Background: an optimization exercise with open tools, aiming at small area. Do not read the settings as production practice.
Only simulation tests tie the RTL to the original design; equivalence was not proved.

==> flow/design.v (outline; a module is shown in full before it is edited, if it fits) <==
// module ecg_qrs_detector: 1753 lines
// module ecg_fa: 5 lines
// module ecg_ha: 4 lines
module ecg_qrs_detector #(
    parameter int DIN_W       = 59,
    parameter int MWI_LEN     = 32,
    parameter int REFRACT_LEN = 50,
    parameter int MAX_ABOVE   = 64
) (
    input  logic                    clk,
    input  logic                    rst,
    input  logic signed [DIN_W-1:0] din,
    input  logic                    din_valid,
    input  logic [31:0]             thresh,
    output logic [31:0]             mwi_out,
    output logic                    mwi_valid,
    output logic                    qrs_valid,
    output logic [31:0]             qrs_peak,
    output logic [31:0]             qrs_idx
);
  // ...
==> flow/flow/run.sh <==
#!/bin/bash
# Layout flow: the standard flow (standard synthesis unchanged) with
# buf_1 port buffers and a clock tree of fewer, larger clusters without
# dummy loads. The whole ORFS output goes to standard.log (each step also
# keeps its own log under orfs/logs).
export BUFFER_PORTS_ARGS="-buffer_cell sky130_fd_sc_hd__buf_1"
export CTS_ARGS="-sink_clustering_enable -repair_clock_nets -dont_use_dummy_load -sink_clustering_size 18 -sink_clustering_max_diameter 60 -buf_list sky130_fd_sc_hd__clkbuf_8"
bash standard.sh > standard.log 2>&1
==> flow/standard.sh <==
#!/bin/bash
# synth_recipe.tcl (not shown) runs the flow's synth.tcl, then flattens the netlist and writes it again
# the make line also repeats each setting of config.mk as NAME=value (left out here)
make -C /OpenROAD-flow-scripts/flow DESIGN_CONFIG=/design/flow/config.mk WORK_HOME=/design/flow/orfs CLKGATE_MAP_FILE= SYNTH_SCRIPT=/design/flow/synth_recipe.tcl "${@:-finish}"
==> flow/config.mk <==
export PLATFORM = sky130hd
export DESIGN_NAME = ecg_qrs_detector
export DESIGN_NICKNAME = ecg_qrs_detector
export VERILOG_FILES = /design/flow/design.v
export SDC_FILE = /design/flow/constraint.sdc
export NUM_CORES = 4
export LEC_CHECK = 0
export CAP_MARGIN = 20
export CORE_MARGIN = 2
export CORE_UTILIZATION = 65
export PLACE_DENSITY = 0.8
export SLEW_MARGIN = 20
export SYNTH_HIERARCHICAL = 1
==> flow/constraint.sdc <==
create_clock -name core_clock -period 10.0 [get_ports {clk}]
set_input_delay 2.0000 -clock core_clock [delete_from_list [all_inputs] [get_ports {clk}]]
set_output_delay 2.0000 -clock core_clock [all_outputs]
set_load 0.01 [all_outputs]
==> out/results.tsv, run 1 <==
metric	value	unit
input/output buffers	187	
multi-input logic area	11900	µm²
uppermost routed layer	met4	
average size of a mapped cell	15.8	µm²
dominant kind of cell by area	sequential cells	
Post-Place Worst Slack	2060	ps
clock sink total	761	
Worst-Margin Slew	1020	ps
status	finished clean	
die height	235	µm
Crit path top cell by count	ha_1	
largest net degree at the start of global routing	124	
Non-clock buffer share	2.38	%
Seq cells post-synth	761	
Cell Area, Synth	34700	µm²
Setup crit end	mwi_out[29]	
Pre-Repair DR Iteration Count	5	
Setup CP Type	reg -> out	
WP buf/inv	2	
Met3 Wirelength	4200	µm
critical path's slowest cell	dfrtp_1	
commonest non-fill, non-tap cell in the layout	edfxtp_1	
Yosys warning total	11	
biggest registers after layout	win x480, xd x64, sum x35	
Placed Cells	2983	
most frequent cell after synthesis	edfxtp_1	
Clk Latency, worst-skew pair	690	ps
via count	17800	
grt met2 use	38.2	%
r2r worst-path depth	31	
Max FO, Critical Path	6	
DIE AREA	55300	µm²
ys async rst share	18.8	%
die width	235	µm
==> inputs of run 2 (changes only) <==
--- a/flow/design.v
+++ b/flow/design.v
@@ -273,18 +273,17 @@
     end
     logic [14:0] d_p1n;            
     logic        vld_p1;
     logic [15:0] d_s1;
     logic [9:0]  d_c;
     assign d_s1[6:0] = d_p0[6:0];
     assign d_c[0]    = dpc;
     for (genvar i = 0; i < 9; i++) begin : g_dinc
-        assign d_s1[i+7] = d_p0[i+7] ^ d_c[i];
-        assign d_c[i+1]  = d_p0[i+7] & d_c[i];
+        ecg_ha u_ha (.a(d_p0[i+7]), .b(d_c[i]), .s(d_s1[i+7]), .co(d_c[i+1]));
     end
     always_ff @(posedge clk) d_p1n <= ~(d_s1[15] ? 15'(-d_s1) : d_s1[14:0]);
     logic [14:0] win [MWI_LEN];    
     logic        full;             
     logic [14:0] a_in, b_in;
     logic [34:0] sum;              
     logic [34:0] sum_next;
     logic [2:0]  spend, spend_next;
@@ -1673,18 +1672,17 @@
     for (genvar i = 0; i < 30; i++) begin : g_cmp
         assign ge_thr[i+1] = (thresh[i] & nmwi[i]) | (thresh[i] & ge_thr[i]) | (nmwi[i] & ge_thr[i]);
         assign ge_pk[i+1]  = (peak[i] & nmwi[i])   | (peak[i] & ge_pk[i])    | (nmwi[i] & ge_pk[i]);
     end
     assign gt_thr[30] = ~ge_thr[30];
     assign gt_pk[30]  = ~ge_pk[30];
     assign idx_c[0] = mwi_valid;
     for (genvar i = 0; i < 32; i++) begin : g_idx
-        assign idx_inc[i] = idx[i] ^ idx_c[i];
-        assign idx_c[i+1] = idx[i] & idx_c[i];
+        ecg_ha u_ha (.a(idx[i]), .b(idx_c[i]), .s(idx_inc[i]), .co(idx_c[i+1]));
     end
     assign cnt_c[0] = 1'b1;
     for (genvar i = 0; i < 6; i++) begin : g_cnt
         assign cnt_inc[i] = cnt[i] ^ cnt_c[i];
         assign cnt_c[i+1] = cnt[i] & cnt_c[i];
     end
     wire [5:0] nplo = ~plo;
     assign plo_b[0] = 1'b1;
==> flow/flow/run.sh (replaced) <==
#!/bin/bash
# Layout flow: the standard flow (standard synthesis unchanged) with
# buf_1 port buffers and a clock tree of fewer, larger clusters without
# dummy loads. The whole ORFS output goes to standard.log (each step also
# keeps its own log under orfs/logs).
export BUFFER_PORTS_ARGS="-buffer_cell sky130_fd_sc_hd__buf_1"
# skip the floorplan-stage timing repair on wire-load estimates; remove the
# synthesis buffers instead (placement-stage repair re-buffers as needed)
export REMOVE_ABC_BUFFERS=1
export CTS_ARGS="-sink_clustering_enable -repair_clock_nets -dont_use_dummy_load -sink_clustering_size 18 -sink_clustering_max_diameter 60 -buf_list sky130_fd_sc_hd__clkbuf_8"
bash standard.sh > standard.log 2>&1
==> run 2 against run 1 <==
  * Still clean on timing, DRC and antenna
  * Setup slack gained 39 ps
  * First-iteration DRC count grew 9.8%
  * Synthesized cell count shrank 0.50%
  * Critical path depth is the same
  * Utilization shrank 0.15 points
  * Die area is essentially flat
  * Clock skew shrank 15 ps
  * Sequential share of layout area grew 0.13 points
  * Critical path type unchanged
  * Critical endpoint unchanged
  * Largest cell class unchanged
==> out/results.tsv, run 2 <==
metric	value	unit	change
status	finished clean		unchanged
number of synthesized flops with an enable pin	586		unchanged
DRC	0		unchanged
Max-cap violations	0		unchanged
initial antenna violation count	3		was 0
simple-gate portion of the synthesized area	5.99	%	was 6.55%
most frequent cell after synthesis	edfxtp_1		unchanged
Synth Area in Compound Gates	3.11	%	was 3.47%
dpl hpwl	44200	µm	was 44800 µm
Cell Area, Synth	34700	µm²	about the same
RR Endpoint	plo[1]		was peak[5]
Pins Over Slew Limit	0		unchanged
Hold Buf Count CTS	0		unchanged
Final Hold Viols	0		unchanged
total wire length	63700	µm	was 64500 µm
initial drt markers	1581		was 1440
Clk Latency, worst-skew pair	670	ps	was 690 ps
Synth Area in XOR/XNOR	0.404	%	was 0.454%
biggest registers after layout	win x480, xd x64, sum x35		unchanged
Max Root-Sink Buffers	3		unchanged
Reg with most FFs	win		unchanged
initial core utilization	65.9	%	about the same
DR vias/cell	5.84		was 5.86
largest net degree at the start of global routing	228		was 124
post-CTS setup repair buffer count	0		unchanged
Core Rows	84		unchanged
Top Ports	192		unchanged
CTS Buf Count	53		was 54
Core Area	52700	µm²	unchanged
unrepaired setup endpoints after global routing	false		unchanged
root buf cell	clkbuf_8		unchanged
hold_ws	349	ps	was 371 ps
average size of a mapped cell	15.9	µm²	was 15.8 µm²
first-pass GRT wire length	102000	µm	was 103000 µm
Syn Inst Count	2188		was 2199
adder-cell share of the synthesized area	21.8	%	was 21.6%
gr usage total	23.7	%	was 23.9%
placer congestion estimate	0.897		was 0.941
Max FO, Critical Path	5		was 6
fin cells	3037		was 3039
r2r worst-path depth	29		was 31
Hold Path Origin	win[5][12]		was vld_p0
CP endpoint kind	output pin		unchanged
CP startpoint kind	register		unchanged
Pre-Repair DR Iteration Count	6		was 5
Hold Path End	win[6][12]		was vld_p1
maximum level of the CTS H-tree	2		unchanged
Main synth FF type	edfxtp_1		unchanged
Seq cells post-synth	761		unchanged
register area share after synthesis	62.9	%	was 62.8%
CTS tree	yes		unchanged
clock sink total	761		unchanged
post-synth top area share	50.7	%	about the same
Slew headroom	29.6	%	was 32.1%
commonest non-fill, non-tap cells in the layout	edfxtp_1 (586), fa_1 (294), nand2_1 (211), buf_1 (186), inv_1 (151)		was edfxtp_1 (586), fa_1 (267), nand2_1 (212), buf_1 (186), inv_1 (145)
flop2flop setup slack	2180	ps	was 1970 ps
Worst-Margin Slew	1060	ps	was 1020 ps
DIE AREA	55200	µm²	was 55300 µm²
proportion of synthesized area in mux cells	2.56	%	was 1.74%
via count	17700		was 17.8k
leading cell types by total area after synthesis	edfxtp_1 (51%), fa_1 (17%), dfrtp_1 (10%)		unchanged
largest family of logic cells by synthesized area	adder cells		unchanged
commonest non-fill, non-tap cell in the layout	edfxtp_1		unchanged
CP required	8000	ps	about the same
ys async rst share	18.8	%	unchanged
fin area	36700	µm²	about the same
crit path DAT	6050	ps	was 6090 ps
Synth area leader	edfxtp_1		unchanged
input/output buffers	187		unchanged
Yosys warning total	11		unchanged
Setup CP Type	reg -> out		unchanged
vias in the first global route	18800		was 18.9k
WL per Instance	21.0	µm	was 21.2 µm
Final setup viols	0		unchanged
Commonest cells post-synth	edfxtp_1 (586), fa_1 (294), nand2_1 (211)		was edfxtp_1 (586), fa_1 (294), nand2_1 (214)
Worst Skew	70.9	ps	was 86.2 ps
die width	235	µm	about the same
Area Overhead vs Synth	5.66	%	was 5.81%
min cycle time layout	8050	ps	was 8090 ps
FILL cells	3435		was 3429
Yosys cell types	59		was 68
die height	235	µm	about the same
Final Util	69.6	%	was 69.8%
number of instances resized during post-cts repair	0		unchanged
Placed Cells	2980		was 2983
R2R Path Start	sum[13]		was spend[0]
Nets	2854		was 2857
clock-pin slew on the worst setup and hold paths	90	ps	was 100 ps
dpl cell area	35900	µm²	about the same
Hold Crit Depth	0		unchanged
layout cell share with drive strength beyond 1	3.79	%	was 6.30%
crit share post-route	80.5	%	was 80.9%
ANT nets after route	0		unchanged
max FFs per register	480		unchanged
worst hold path class	reg -> reg		unchanged
fmax	124	MHz	about the same
grt ovf	0		unchanged
run 2: final cells by class:
type                            instances  area, µm²  share of cell area [%]
Antenna cell                            3       7.51                  0.0205
Clock buffer                           53        729                    1.99
Inverter                              154        583                    1.59
Multi-Input combinational cell       1172      11800                    32.1
Sequential cell                       761      21800                    59.5
Tap cell                              688        861                    2.35
Timing Repair Buffer                  206        882                    2.41
run 2: layer usage:
layer	global-route usage (%)	routed length [µm]	vias up
met1	33.6	26700	9194
met4	7.71	1880	0
li1	-	-	7830
met5	0	0	-
met3	4.45	4170	123
met2	38.1	31000	589
run 2: Yosys stat by module, one instance, submodules excluded:
module | area (µm²) | cells
ecg_ha | 12.5 | 1
ecg_qrs_detector | 27900 | 1819
ecg_fa | 20.0 | 1
run 2: how the worst max path moves through the flow:
stage | startpoint | endpoint | slack [ps] | cells after the start
after floorplan | vld_p1 | sum[20] | -9440 | 15
after global placement | mwi_valid | sum[27] | 2390 | 19
after detailed placement | mwi_valid | sum[27] | 2230 | 19
after CTS | sum[13] | mwi_out[29] | 1900 | 24
after global routing | sum[13] | mwi_out[29] | 1640 | 24
final | sum[13] | mwi_out[29] | 1950 | 24
run 2: cell families after synthesis:
group / Yosys count
compound gates: 163
xor+xnor: 16
fa+ha+maj: 430
buf+inv: 258
flops: 761
mux: 84
other cells: 1
simple gates: 475
run 2: metrics by stage:
step / setup WS (ps) / setup TNS [ps]
2_1_floorplan: -9440 / -859800
3_3_place_gp: 2390 / 0
3_5_place_dp: 2230 / 0
4_1_cts: 1900 / 0
5_1_grt: 1640 / 0
6_report: 1950 / 0
run 2: worst max-delay path, cell delays in order (launching register included):
cell     delay, ps
dfrtp_1        400
ha_1           210
ha_1           190
ha_1           180
ha_1           180
ha_1           190
ha_1           180
ha_1           200
ha_1           200
fa_1           360
ha_1           190
ha_1           180
ha_1           190
ha_1           190
ha_1           180
ha_1           190
fa_1           360
ha_1           200
ha_1           190
ha_1           180
ha_1           180
ha_1           180
xnor2_1        380
inv_1          140
buf_1          170
==> inputs of run 3 (changes only) <==
--- a/flow/flow/run.sh
+++ b/flow/flow/run.sh
@@ -7,5 +7,5 @@
 # skip the floorplan-stage timing repair on wire-load estimates; remove the
 # synthesis buffers instead (placement-stage repair re-buffers as needed)
 export REMOVE_ABC_BUFFERS=1
-export CTS_ARGS="-sink_clustering_enable -repair_clock_nets -dont_use_dummy_load -sink_clustering_size 18 -sink_clustering_max_diameter 60 -buf_list sky130_fd_sc_hd__clkbuf_8"
+export CTS_ARGS="-sink_clustering_enable -repair_clock_nets -dont_use_dummy_load -sink_clustering_size 9 -sink_clustering_max_diameter 40 -buf_list sky130_fd_sc_hd__clkbuf_4"
 bash standard.sh > standard.log 2>&1
==> run 3 against run 2 <==
  * Critical path depth unchanged
  * Maximum frequency is 1.9% lower
  * Synthesized cell count did not move
  * Non-clock buffer count did not move
  * Worst hold slack better by 5.4 ps
  * Largest cell class unchanged
  * Highest routed layer unchanged
==> out/results.tsv, run 3 <==
metric	value	unit	change
commonest non-fill, non-tap cell in the layout	edfxtp_1		unchanged
Syn Inst Count	2188		unchanged
initial antenna violation count	4		was 3
hold_ws	354	ps	was 349 ps
CP startpoint	sum[13]		unchanged
M1 GR Usage	34.2	%	was 33.6%
register area share after synthesis	62.9	%	unchanged
RR Endpoint	plo[5]		was plo[1]
Pins Over Slew Limit	0		unchanged
clock sink total	761		unchanged
Worst-Margin Slew	1060	ps	about the same
average size of a mapped cell	15.9	µm²	unchanged
DIE AREA	55200	µm²	unchanged
Seq cells post-synth	761		unchanged
Area Overhead vs Synth	5.88	%	was 5.66%
CTS tree	yes		unchanged
register area	21800	µm²	unchanged
input/output buffers	187		unchanged
CP startpoint kind	register		unchanged
Slew headroom	29.0	%	was 29.6%
Yosys cell types	59		unchanged
Final setup viols	0		unchanged
number of synthesized flops with an enable pin	586		unchanged
most frequent cell after synthesis	edfxtp_1		unchanged
Global Route met3 Usage	5.16	%	was 4.45%
Final Util	69.7	%	was 69.6%
Max FO, Critical Path	5		unchanged
Setup CP Type	reg -> out		unchanged
total wire length	64700	µm	was 63700 µm
Yosys warning total	11		unchanged
grt met2 use	38.1	%	about the same
Synth area leader	edfxtp_1		unchanged
biggest registers after layout	win x480, xd x64, sum x35		unchanged
initial drt markers	1376		was 1581
CP required	8000	ps	about the same
dpl hpwl	44200	µm	unchanged
fmax	122	MHz	was 124 MHz
fin cells	3092		was 3037
Main synth FF type	edfxtp_1		unchanged
crit path DAT	6210	ps	was 6050 ps
vias in the first global route	19200		was 18.8k
initial core utilization	65.9	%	unchanged
placer congestion estimate	0.897		unchanged
DRC	0		unchanged
Nets	2908		was 2854
Commonest cells post-synth	edfxtp_1 (586), fa_1 (294), nand2_1 (211)		unchanged
CTS Buf Count	107		was 53
Hold Buf Count CTS	0		unchanged
Max-cap violations	0		unchanged
ANT nets after route	0		unchanged
post-CTS setup repair buffer count	0		unchanged
gr busiest metal	met2		unchanged
Core Rows	84		unchanged
largest net degree at the start of global routing	228		unchanged
status	finished clean		unchanged
unrepaired setup endpoints after global routing	false		unchanged
Pre-Repair DR Iteration Count	6		unchanged
leading cell types by total area after synthesis	edfxtp_1 (51%), fa_1 (17%), dfrtp_1 (10%)		unchanged
CP endpoint kind	output pin		unchanged
R2R Path Start	sum[13]		unchanged
multi-input logic area	11800	µm²	unchanged
Clk Latency, worst-skew pair	880	ps	was 670 ps
crit share post-route	82.1	%	was 80.5%
maximum level of the CTS H-tree	3		was 2
total negative slack	0	ps	unchanged
WL per Instance	20.9	µm	was 21.0 µm
first-pass GRT wire length	104000	µm	was 102000 µm
min cycle time layout	8210	ps	was 8050 ps
fin area	36700	µm²	about the same
FILL cells	3510		was 3435
ys async rst share	18.8	%	unchanged
dpl cell area	35900	µm²	unchanged
number of instances resized during post-cts repair	0		unchanged
Cell Area, Synth	34700	µm²	unchanged
DR vias/cell	5.84		about the same
Max Root-Sink Buffers	3		unchanged
clock-pin slew on the worst setup and hold paths	100	ps	was 90 ps
Post-Place Worst Slack	2230	ps	unchanged
Final Hold Viols	0		unchanged
worst hold path class	reg -> reg		unchanged
PnR worst setup slack	1790	ps	was 1950 ps
max FFs per register	480		unchanged
Worst Skew	92.7	ps	was 70.9 ps
die height	235	µm	unchanged
Top Ports	192		unchanged
via count	18100		was 17.7k
post-synth top area share	50.7	%	unchanged
grt ovf	0		unchanged
layout cell share with drive strength beyond 1	5.96	%	was 3.79%
gr usage total	24.3	%	was 23.7%
Reg with most FFs	win		unchanged
flop2flop setup slack	2160	ps	was 2180 ps
root buf cell	clkbuf_4		was clkbuf_8
Setup crit end	mwi_out[29]		unchanged
die width	235	µm	unchanged
Core Area	52700	µm²	unchanged
r2r worst-path depth	29		unchanged
Placed Cells	2980		unchanged
commonest non-fill, non-tap cells in the layout	edfxtp_1 (586), fa_1 (294), nand2_1 (211), buf_1 (186), inv_1 (151)		unchanged
-- run 3: cell counts after synthesis --
Identical to the previous run, type by type.
-- run 3: final cells by class --
class                      count  share of cell area (%)
tap                          688                    2.34
multi-input combinational   1172                    32.0
antenna                        4                  0.0273
timing repair buffer         206                    2.40
sequential                   761                    59.4
clock buffer                 107                    2.19
inverter                     154                    1.59
-- run 3: worst min path at each step --
stage	start	cells past startpoint	slack [ps]	to
final	vld_p0	0	350	vld_p1
after floorplan	vld_p0	0	330	vld_p1
after global routing	win[15][9]	0	360	win[16][9]
after global placement	vld_p0	0	340	vld_p1
after detailed placement	vld_p0	0	340	vld_p1
after CTS	vld_p0	0	360	vld_p1
-- run 3: metal layers --
layer,up-vias,share of wire (%)
met5,-,0
met4,0,2.5
met3,114,6.8
met2,690,48
met1,9280,42
li1,7987,-
-- run 3: cell families after synthesis --
group / synth area share, %
DFF: 62.9
and+or+nand+nor: 5.99
adders and majority gates: 21.8
buffers and inverters: 3.28
AOI/OAI and AO/OA: 3.11
muxes: 2.56
xor gates and xnor gates: 0.404
other: 0.0108
-- run 3: per-module statistics from Yosys, one instance, submodules excluded --
module | times used | cells
ecg_fa | 294 | 1
ecg_ha | 75 | 1
ecg_qrs_detector | 1 | 1819
-- run 3: critical path, cell delays in order, from the launching register on --
cell,delay (ps)
dfrtp_1,410
ha_1,210
ha_1,190
ha_1,180
ha_1,180
ha_1,190
ha_1,180
ha_1,200
ha_1,200
fa_1,360
ha_1,190
ha_1,180
ha_1,180
ha_1,190
ha_1,180
ha_1,190
fa_1,360
ha_1,190
ha_1,180
ha_1,180
ha_1,180
ha_1,180
xnor2_1,370
inv_1,140
buf_1,170
==> inputs of run 4 (changes only) <==
--- a/flow/flow/run.sh
+++ b/flow/flow/run.sh
@@ -7,5 +7,5 @@
 # skip the floorplan-stage timing repair on wire-load estimates; remove the
 # synthesis buffers instead (placement-stage repair re-buffers as needed)
 export REMOVE_ABC_BUFFERS=1
-export CTS_ARGS="-sink_clustering_enable -repair_clock_nets -dont_use_dummy_load -sink_clustering_size 9 -sink_clustering_max_diameter 40 -buf_list sky130_fd_sc_hd__clkbuf_4"
+export CTS_ARGS="-sink_clustering_enable -repair_clock_nets -dont_use_dummy_load -sink_clustering_size 18 -sink_clustering_max_diameter 100 -buf_list sky130_fd_sc_hd__clkbuf_8"
 bash standard.sh > standard.log 2>&1
==> run 4 against run 3 <==
  * Still clean
  * Largest cell class unchanged
  * Non-clock buffer count stayed put
  * Cell area is 0.40% lower
  * Clock skew is 26 ps lower
  * Register-to-register slack better by 90 ps
  * Critical endpoint unchanged
  * First-iteration DRC count is 9.8% higher
  * Setup slack better by 230 ps
  * Area after synthesis stayed put
  * Utilization is 0.28 points lower
  * Die area stayed put
==> out/results.tsv, run 4 <==
metric	value	unit	change
multi-input logic area	11800	µm²	unchanged
WL per Instance	21.0	µm	was 20.9 µm
Hold Buf Count CTS	0		unchanged
vias in the first global route	18800		was 19.2k
Final setup viols	0		unchanged
Commonest cells post-synth	edfxtp_1 (586), fa_1 (294), nand2_1 (211)		unchanged
Main synth FF type	edfxtp_1		unchanged
via count	17700		was 18.1k
Worst Skew	66.3	ps	was 92.7 ps
Max Root-Sink Buffers	3		unchanged
number of synthesized flops with an enable pin	586		unchanged
DRC	0		unchanged
Pins Over Slew Limit	0		unchanged
CP endpoint kind	output pin		unchanged
first-pass GRT wire length	102000	µm	was 104000 µm
maximum level of the CTS H-tree	2		was 3
CP startpoint kind	register		unchanged
register area	21800	µm²	unchanged
die height	235	µm	unchanged
CP required	8000	ps	about the same
CTS tree	yes		unchanged
root buf cell	clkbuf_8		was clkbuf_4
FILL cells	3451		was 3510
commonest non-fill, non-tap cells in the layout	edfxtp_1 (586), fa_1 (294), nand2_1 (211), buf_1 (186), inv_1 (151)		unchanged
Slowest Stage Delay on Critical Path	410	ps	about the same
number of instances resized during post-cts repair	0		unchanged
input/output buffers	187		unchanged
Area Overhead vs Synth	5.45	%	was 5.88%
Final Util	69.5	%	was 69.7%
Clk Latency, worst-skew pair	670	ps	was 880 ps
register area share after synthesis	62.9	%	unchanged
total wire length	63800	µm	was 64700 µm
crit path DAT	5980	ps	was 6210 ps
Nets	2849		was 2908
Max FO, Critical Path	5		unchanged
initial antenna violation count	3		was 4
DR vias/cell	5.84		about the same
hold_ws	362	ps	was 354 ps
Setup CP Type	reg -> out		unchanged
max FFs per register	480		unchanged
most frequent cell after synthesis	edfxtp_1		unchanged
dpl hpwl	44200	µm	unchanged
CTS Buf Count	48		was 107
die width	235	µm	unchanged
Yosys warning total	11		unchanged
Slew headroom	29.0	%	about the same
unrepaired setup endpoints after global routing	false		unchanged
ANT nets after route	0		unchanged
DIE AREA	55200	µm²	unchanged
crit share post-route	79.8	%	was 82.1%
clock sink total	761		unchanged
status	finished clean		unchanged
largest delay contributor family on the critical path	adder cells		unchanged
WP buf/inv	2		unchanged
min cycle time layout	7980	ps	was 8210 ps
Syn Inst Count	2188		unchanged
Yosys cell types	59		unchanged
Cell Area, Synth	34700	µm²	unchanged
post-CTS setup repair buffer count	0		unchanged
Core Rows	84		unchanged
grt ovf	0		unchanged
dpl cell area	35900	µm²	unchanged
Worst-Margin Slew	1060	ps	about the same
Synth area leader	edfxtp_1		unchanged
Crit path top cell by count	ha_1		unchanged
Seq cells post-synth	761		unchanged
layout cell share with drive strength beyond 1	3.59	%	was 5.96%
clock-pin slew on the worst setup and hold paths	110	ps	was 100 ps
fmax	125	MHz	was 122 MHz
initial drt markers	1511		was 1376
critical path's slowest cell	dfrtp_1		unchanged
biggest registers after layout	win x480, xd x64, sum x35		unchanged
initial core utilization	65.9	%	unchanged
ys async rst share	18.8	%	unchanged
Reg with most FFs	win		unchanged
average size of a mapped cell	15.9	µm²	unchanged
Top Ports	192		unchanged
gr usage total	23.8	%	was 24.3%
Pre-Repair DR Iteration Count	5		was 6
critical-path cell list	ha_1 -> ha_1 -> ha_1 -> ha_1 -> ha_1 -> ha_1 -> ha_1 -> ha_1 -> fa_1 -> ha_1 -> ha_1 -> ha_1 -> ha_1 -> ha_1 -> ha_1 -> fa_1 -> ha_1 -> ha_1 -> ha_1 -> ha_1 -> ha_1 -> xnor2_1 -> inv_1 -> buf_1		unchanged
Max-cap violations	0		unchanged
largest net degree at the start of global routing	228		unchanged
Final Hold Viols	0		unchanged
Core Area	52700	µm²	unchanged
placer congestion estimate	0.897		unchanged
fin area	36600	µm²	was 36700 µm²
commonest non-fill, non-tap cell in the layout	edfxtp_1		unchanged
leading cell types by total area after synthesis	edfxtp_1 (51%), fa_1 (17%), dfrtp_1 (10%)		unchanged
post-synth top area share	50.7	%	unchanged
worst hold path class	reg -> reg		unchanged
total negative slack	0	ps	unchanged
-- run 4: cell counts after synthesis --
No cell type changed its count.
-- run 4: Yosys stat by module, one instance, submodules excluded --
module            cells  area [µm²]  flip-flops and latches
ecg_qrs_detector   1819       27900                     761
ecg_ha                1        12.5                       0
ecg_fa                1        20.0                       0
-- run 4: cell families after synthesis --
kind of cell | synth area share, %
AOI/OAI and AO/OA | 3.11
xor gates and xnor gates | 0.404
buffers and inverters | 3.28
muxes | 2.56
other | 0.0108
adders and majority gates | 21.8
DFF | 62.9
and+or+nand+nor | 5.99
-- run 4: path summary, 6_finish.rpt --
path	endpoint	from	slack, ps	depth (start not counted)
max reg2reg	plo[5]	sum[13]	2250	29
max in group asynchronous	sum[13]	rst	7210	3
max	mwi_out[29]	sum[13]	2020	24
min in group asynchronous	qrs_idx[16]	rst	1530	2
min	vld_p1	vld_p0	360	0
min reg2reg	vld_p1	vld_p0	360	0
-- run 4: routing by layer --
layer  track usage (%)  up-vias  wire length [µm]  part of all wire, %
li1                  -     7810                 -                    -
met5                 0        -                 0                    0
met1              34.0     9188             26900                   42
met3              4.09      123              3980                  6.2
met4              7.59        0              1820                  2.8
met2              38.1      591             31100                   49
-- run 4: worst register-to-register path: cells and delay by family (launching register included) --
family,cells,cell delay [ps]
simple gates,1,130
compound gates,5,1280
flops,1,410
buf+inv,1,780
fa+ha+maj,22,4840
-- run 4: final cells by class --
cell class	count	area share, %
Antenna cell	2	0.0137
Clock buffer	48	1.81
Inverter	154	1.59
Multi-Input combinational cell	1172	32.2
Sequential cell	761	59.7
Tap cell	688	2.35
Timing Repair Buffer	206	2.41
-- run 4: through the flow --
step	setup slack, ps	std cells
2_1_floorplan	-9440	2087
3_3_place_gp	2390	2980
3_5_place_dp	2230	2980
4_1_cts	1960	3028
5_1_grt	1700	3031
6_report	2020	3031
==> inputs of run 5 (changes only) <==
--- a/flow/flow/run.sh
+++ b/flow/flow/run.sh
@@ -7,5 +7,5 @@
 # skip the floorplan-stage timing repair on wire-load estimates; remove the
 # synthesis buffers instead (placement-stage repair re-buffers as needed)
 export REMOVE_ABC_BUFFERS=1
-export CTS_ARGS="-sink_clustering_enable -repair_clock_nets -dont_use_dummy_load -sink_clustering_size 18 -sink_clustering_max_diameter 100 -buf_list sky130_fd_sc_hd__clkbuf_8"
+export CTS_ARGS="-sink_clustering_enable -repair_clock_nets -dont_use_dummy_load -sink_clustering_size 22 -sink_clustering_max_diameter 50 -buf_list sky130_fd_sc_hd__clkbuf_8"
 bash standard.sh > standard.log 2>&1
--- a/flow/config.mk
+++ b/flow/config.mk
@@ -7,7 +7,7 @@
 export LEC_CHECK = 0
 export CAP_MARGIN = 20
 export CORE_MARGIN = 2
-export CORE_UTILIZATION = 65
-export PLACE_DENSITY = 0.8
+export CORE_UTILIZATION = 75
+export PLACE_DENSITY = 0.88
 export SLEW_MARGIN = 20
 export SYNTH_HIERARCHICAL = 1
==> run 5 against run 4 <==
  * Worst hold slack lost 29 ps
  * Via count rose by 2.9%
  * Setup slack lost 210 ps
  * Still clean on timing, DRC and antenna
  * Highest routed layer unchanged
  * Cell area down 0.22%
  * Count of clock-buffer cells in the layout increased by 6
==> out/results.tsv, run 5 <==
metric	value	unit	change
most frequent cell after synthesis	edfxtp_1		unchanged
Max Root-Sink Buffers	3		unchanged
Nets	2850		was 2849
Hold Path Origin	vld_p0		unchanged
worst hold path class	reg -> reg		unchanged
CP startpoint kind	register		unchanged
max FFs per register	480		unchanged
clock-pin slew on the worst setup and hold paths	120	ps	was 110 ps
Pins Over Slew Limit	0		unchanged
average size of a mapped cell	15.9	µm²	unchanged
Yosys warning total	11		unchanged
initial antenna violation count	1		was 3
flop2flop setup slack	1810	ps	was 2250 ps
WL met1	26100	µm	was 26900 µm
number of instances resized during post-cts repair	0		unchanged
fmax	122	MHz	was 125 MHz
DRC	0		unchanged
initial drt markers	1863		was 1511
CP startpoint	mwi_valid		was sum[13]
Hold Buf Count CTS	0		unchanged
Commonest cells post-synth	edfxtp_1 (586), fa_1 (294), nand2_1 (211)		unchanged
register area	21800	µm²	unchanged
total wire length	67400	µm	was 63800 µm
via count	18200		was 17.7k
Seq cells post-synth	761		unchanged
Area Overhead vs Synth	5.22	%	was 5.45%
input/output buffers	187		unchanged
Main synth FF type	edfxtp_1		unchanged
grt ovf	0		unchanged
multi-input logic area	11800	µm²	unchanged
Max FO, Critical Path	20		was 5
placer congestion estimate	0.922		was 0.897
maximum level of the CTS H-tree	2		unchanged
number of synthesized flops with an enable pin	586		unchanged
DR vias/cell	6.19		was 5.84
Core Rows	78		was 84
Setup CP Type	reg -> reg		was reg -> out
Worst Skew	70.0	ps	was 66.3 ps
Syn Inst Count	2188		unchanged
Cell Area, Synth	34700	µm²	unchanged
DIE AREA	48000	µm²	was 55200 µm²
Setup crit end	sum[12]		was mwi_out[29]
Met3 Wirelength	4970	µm	was 3980 µm
Core Area	45500	µm²	was 52700 µm²
CTS tree	yes		unchanged
CTS Buf Count	54		was 48
Max-cap violations	0		unchanged
Top Ports	192		unchanged
min cycle time layout	8190	ps	was 7980 ps
clock sink total	761		unchanged
Final Util	80.3	%	was 69.5%
CP required	10530	ps	was 8000 ps
largest net degree at the start of global routing	193		was 228
n_diodes	0		was 2
Slew headroom	31.2	%	was 29.0%
first-pass GRT wire length	104000	µm	was 102000 µm
Final Hold Viols	0		unchanged
biggest registers after layout	win x480, xd x64, sum x35		unchanged
R2R Path Start	mwi_valid		was sum[13]
dpl hpwl	48000	µm	was 44200 µm
Clk Latency, worst-skew pair	700	ps	was 670 ps
ys async rst share	18.8	%	unchanged
DR WL met2	33500	µm	was 31100 µm
post-CTS setup repair buffer count	0		unchanged
leading cell types by total area after synthesis	edfxtp_1 (51%), fa_1 (17%), dfrtp_1 (10%)		unchanged
root buf cell	clkbuf_8		unchanged
register area share after synthesis	62.9	%	unchanged
initial core utilization	76.3	%	was 65.9%
status	finished clean		unchanged
gr usage total	29.4	%	was 23.8%
ANT nets after route	0		unchanged
post-synth top area share	50.7	%	unchanged
uppermost routed layer	met4		unchanged
crit share post-route	81.9	%	was 79.8%
Worst-Margin Slew	1030	ps	was 1060 ps
WL per Instance	22.9	µm	was 21.0 µm
commonest non-fill, non-tap cell in the layout	edfxtp_1		unchanged
commonest non-fill, non-tap cells in the layout	edfxtp_1 (586), fa_1 (294), nand2_1 (211), buf_1 (186), inv_1 (151)		unchanged
crit path DAT	8730	ps	was 5980 ps
FILL cells	2414		was 3451
Yosys cell types	59		unchanged
die width	219	µm	was 235 µm
Pre-Repair DR Iteration Count	5		unchanged
RR Endpoint	sum[12]		was plo[5]
unrepaired setup endpoints after global routing	false		unchanged
CP endpoint kind	register		was output pin
die height	219	µm	was 235 µm
layout cell share with drive strength beyond 1	3.63	%	was 3.59%
total negative slack	0	ps	unchanged
r2r worst-path depth	18		was 29
vias in the first global route	19100		was 18.8k
Reg with most FFs	win		unchanged
Final setup viols	0		unchanged
Synth area leader	edfxtp_1		unchanged
-- run 5: changes by cell type in the layout (fill, tap and decap cells not counted) --
cell and change:
buf_12 +1, buf_4 -4, buf_6 -1, diode_2 -2, buf_16 -1, clkbuf_8 +6
-- run 5: cell type report --
class	instances	area share (%)
Clock buffer	54	2.04
Inverter	154	1.60
Multi-Input combinational cell	1172	32.2
Sequential cell	761	59.8
Tap cell	600	2.06
Timing Repair Buffer	201	2.28
-- run 5: Yosys stat by module (local to each module, per instance) --
module | copies in the design | flip-flops and latches | cell area [µm²]
ecg_fa | 294 | 0 | 20.0
ecg_ha | 75 | 0 | 12.5
ecg_qrs_detector | 1 | 761 | 27900
-- run 5: worst min-delay path by stage --
stage          endpoint  slack (ps)  cells past startpoint
6_report         vld_p1         330                      0
5_1_grt          vld_p1         350                      0
4_1_cts          vld_p1         340                      0
3_5_place_dp     vld_p1         340                      0
3_3_place_gp     vld_p1         340                      0
2_1_floorplan    vld_p1         330                      0
-- run 5: cell families (layout without fill, tap and decap cells) --
group	after synthesis	count (layout)	synth area share, %
adders and majority gates	430	430	21.8
DFF	761	761	62.9
other	1	4	0.0108
and+or+nand+nor	475	475	5.99
muxes	84	84	2.56
xor gates and xnor gates	16	16	0.404
buffers and inverters	258	409	3.28
AOI/OAI and AO/OA	163	163	3.11
-- run 5: layer usage --
metal	vias to the layer above	global-route usage [%]
met5	-	0
met4	0	11.6
met3	198	5.99
met2	794	48.5
met1	9404	39.3
li1	7822	-
-- run 5: per-stage QoR --
stage	cells	hold slack, ps	setup WS, ps	area, µm²
after floorplan	2087	331	-9440	34100
after global placement	2888	343	2080	35800
after detailed placement	2888	342	1890	35800
after CTS	2942	337	1870	36500
after global routing	2942	352	1570	36500
final	2942	334	1810	36500
-- run 5: worst max-delay path, stage by stage, from the launching register on --
cell	delay, ps
dfrtp_1	630
nand4_1	160
o21bai_1	540
and2_1	890
buf_4	350
nand2_1	130
ha_1	380
fa_1	480
fa_1	440
fa_1	440
fa_1	400
fa_1	410
fa_1	390
fa_1	420
fa_1	390
fa_1	380
fa_1	390
fa_1	390
fa_1	450

[separate check: timing with driven ports]
How much do the figures lean on ideal ports? The routed layouts below were timed once more, with nothing changed but the port constraints. Step 1 sets driving cells, clkbuf_16 on the clock port and buf_2 on the other inputs (assumed; they add their load-dependent delay and slew). Step 2, shift: input delay + t, output delay - t, t = (earliest + latest rising clock arrival at the registers) / 2. This alone moves slack from input paths to output paths. Slacks: ideal ports / drivers / drivers and shift; pairs: ideal ports / drivers.
| run | shift t [ns] | slack for setup (ns) | worst slew at a driven data input, ns |
|---|---|---|---|
| run 1 | 0.689 | 1.910 / 1.859 / 1.972 | 0.08 |
| run 2 | 0.688 | 1.948 / 1.898 / 2.182 | 0.08 |
| run 3 | 0.891 | 1.790 / 1.738 / 2.161 | 0.09 |
| run 4 | 0.692 | 2.019 / 1.967 / 2.245 | 0.07 |
| run 5 | 0.714 | 1.807 / 1.807 / 1.807 | 0.07 |
After both steps setup and hold are still met in every run listed.
